Context: an optimization exercise on an open-source flow, tuned for small area, a short achievable clock period and few clock cycles per item. The choices shown serve that exercise and are no tape-out recipe. In this exercise RTL edits were held to simulation tests only and were not proved equivalent to the original. No activity file was given, so power comes from the tool's default toggle rates.

// cle_top
module cle_top (
    input  logic       clk,
    input  logic       reset,
    input  logic [7:0] rom_q,
    output logic [6:0] rom_a,
    output logic [9:0] sram_a,
    output logic [7:0] sram_d,
    output logic       sram_wen,
    output logic       finish
);
Size: about 4800 cells after synthesis, roughly 1000 flip-flops, ~37 I/O pins.
clock: 8.0 ns
lec_check: 0
cap_margin: 20
core_margin: 2
core_utilization: 40
setup_slack_margin: 5
slew_margin: 20
tns_end_percent: 0
run.sh (not shown) runs the stock make flow with config.mk's settings and CLKGATE_MAP_FILE= SYNTH_SCRIPT=/design/flow/synth_recipe.tcl, a recipe that flattens the netlist after the stock synthesis.
The starting point passed the timing, design-rule and antenna checks.
Testbench counts at the start, summed over its fixed seeds: cycles 25,854, items 24.
Next try:
CORE_UTILIZATION = 45   (was 40)
TNS_END_PERCENT = 20   (was 0)
=> Cell count drops by 2.2%; via count climbs by 2.2%; critical path depth drops by 4; synthesized area is unchanged; register-to-register slack improved by 0.02 ns; cell area climbs by about 2.2%; non-clock buffer count climbs by 74; wire length climbs by 1.6%; power climbs by 2.4%; clock power climbs by about 2%; first-iteration DRC count climbs by 1.2%.
Next try:
CORE_UTILIZATION = 40   (was 45)
Worst hold slack hardly moves.
Cell count came out higher by 3.6%.
Clock power came out lower by about 2%.
Synthesized area is unchanged.
Via count came out lower by about 0.5%.
Total power came out lower by about 0.9%.

* * *

cle_top, a different RTL version from the one above (not shown whole).
Size: about 5600 cells after synthesis, roughly 1000 flip-flops, ~56000 um2 of cells after synthesis.
// cle_top
module cle_top (
    input  logic       clk,
    input  logic       reset,
    input  logic [7:0] rom_q,
    output logic [6:0] rom_a,
    output logic [9:0] sram_a,
    output logic [7:0] sram_d,
    output logic       sram_wen,
    output logic       finish
);
    localparam int CW = 5;
    localparam int C  = 1 << CW;
    localparam logic [2:0] PH_CLR  = 3'd0,
                           PH_P1   = 3'd1,
                           PH_RST  = 3'd2,
                           PH_PRE  = 3'd3,
                           PH_P2   = 3'd4,
                           PH_SAVE = 3'd5,
                           PH_FIN  = 3'd6;
    localparam logic [1:0] RS_INIT = 2'd0,
                           RS_R2   = 2'd1,
                           RS_IDLE = 2'd2;
    logic [2:0]  ph, ph_n;
    logic        p1, p2, walk;
    logic [7:0]  fa, flim;
    logic        iv1, iv2;
    logic [7:0]  fq [0:3];
    logic [7:0]  fq_kp [0:3];
    logic [7:0]  fq_sh [0:3];
    logic [2:0]  fcnt;
    logic [2:0]  occ;
    logic        flush, issue, push, pop;
    logic [7:0]  bc, blim;
    logic [7:0]  done8;
    logic [2:0]  jcnt;
    logic [31:0] prevB, curB;
    logic        hv;
    logic [7:0]  hbc;
    logic [1:0]  kk;
    logic        skipb, rm, fresh, bm;
    logic        run0, emit, last_in_byte;
    logic [7:0]  rem, jlow, jsel;
    logic [31:0] ohn;
    logic        prevbit;
  ...
Settings: LEC_CHECK=0, CAP_MARGIN=20, CORE_MARGIN=2, CORE_UTILIZATION=40, SETUP_SLACK_MARGIN=5, SLEW_MARGIN=20, TNS_END_PERCENT=35; clock period 8.0 ns.
Testbench counts at the start, summed over its fixed seeds: cycles 25,664, items 24.
Next try:
CORE_UTILIZATION = 50   (was 40)
TNS_END_PERCENT = 20   (was 35)
The changed run produced a clean layout.
Clock skew went down by 0.042 ns.
Total power went down by 0.78%.
Final area went down by 0.79%.
Worst setup slack degrades by 0.060 ns.
Next try:
CORE_UTILIZATION = 40   (was 50)
TNS_END_PERCENT = 0   (was 20)
Outcome:
- synthesized cell count is unchanged
- die area is higher by 25%
- design area is lower by about 1.5%

* * *

v35:
cle_top, a different RTL version from the one above (not shown whole).
Size: ~37 I/O pins, ~0.057 sq mm of cells after synthesis.
Settings: LEC_CHECK=0, CAP_MARGIN=20, CORE_MARGIN=2, CORE_UTILIZATION=40, SETUP_SLACK_MARGIN=5, SLEW_MARGIN=20; clock period 8.0 ns.
Testbench counts of v35, summed over its fixed seeds: cycles 25,396, items 24.
Setup changes, v35 to v13
- TNS_END_PERCENT newly set to 0
Results
Looking only at global-route met3 utilization, and setting everything else aside, the lower value of v35 and v13 goes to v13.
v13 vs. v35: buffers plus inverters on the worst setup path -1, first-iteration DRC count -15%, final standard cell area without fillers -0.0092 sq mm.
v13: flow completed, timing, DRC and antenna clean
v35 finished every stage and its layout cleared the timing, design-rule and antenna checks.

-- afterwards: timing with drivers on the ports --
In the flow no input, the clock included, has a driving cell. The finished layouts below were timed again as built, in two steps. Step 1 assumes that a clkbuf_16 drives the clock port and a buf_2 every other input. Step 2 also shifts input and output timing later by t, the mid clock arrival at the registers, as if the neighbouring blocks saw the same clock. a / b / c = ideal ports / drivers / drivers and shift; a / b = the first two.
run	t, ns	setup slack, ns	hold slack, ns
the first run of note 1	0.819	4.671 / 4.615 / 4.671	0.384 / 0.384 / 0.384
the second run of note 1	0.797	4.688 / 4.688 / 4.688	0.383 / 0.383 / 0.383
the third run of note 1	0.824	4.731 / 4.706 / 4.731	0.383 / 0.383 / 0.383
the first run of note 2	0.821	4.753 / 4.743 / 4.753	0.386 / 0.386 / 0.386
the second run of note 2	0.807	4.693 / 4.693 / 4.693	0.383 / 0.383 / 0.383
the third run of note 2	0.836	4.644 / 4.644 / 4.644	0.378 / 0.378 / 0.378
v35	0.850	4.206 / 4.206 / 4.206	0.378 / 0.378 / 0.378
v13	0.854	4.267 / 4.267 / 4.267	0.372 / 0.372 / 0.372
After both steps setup and hold are still met in every run listed.
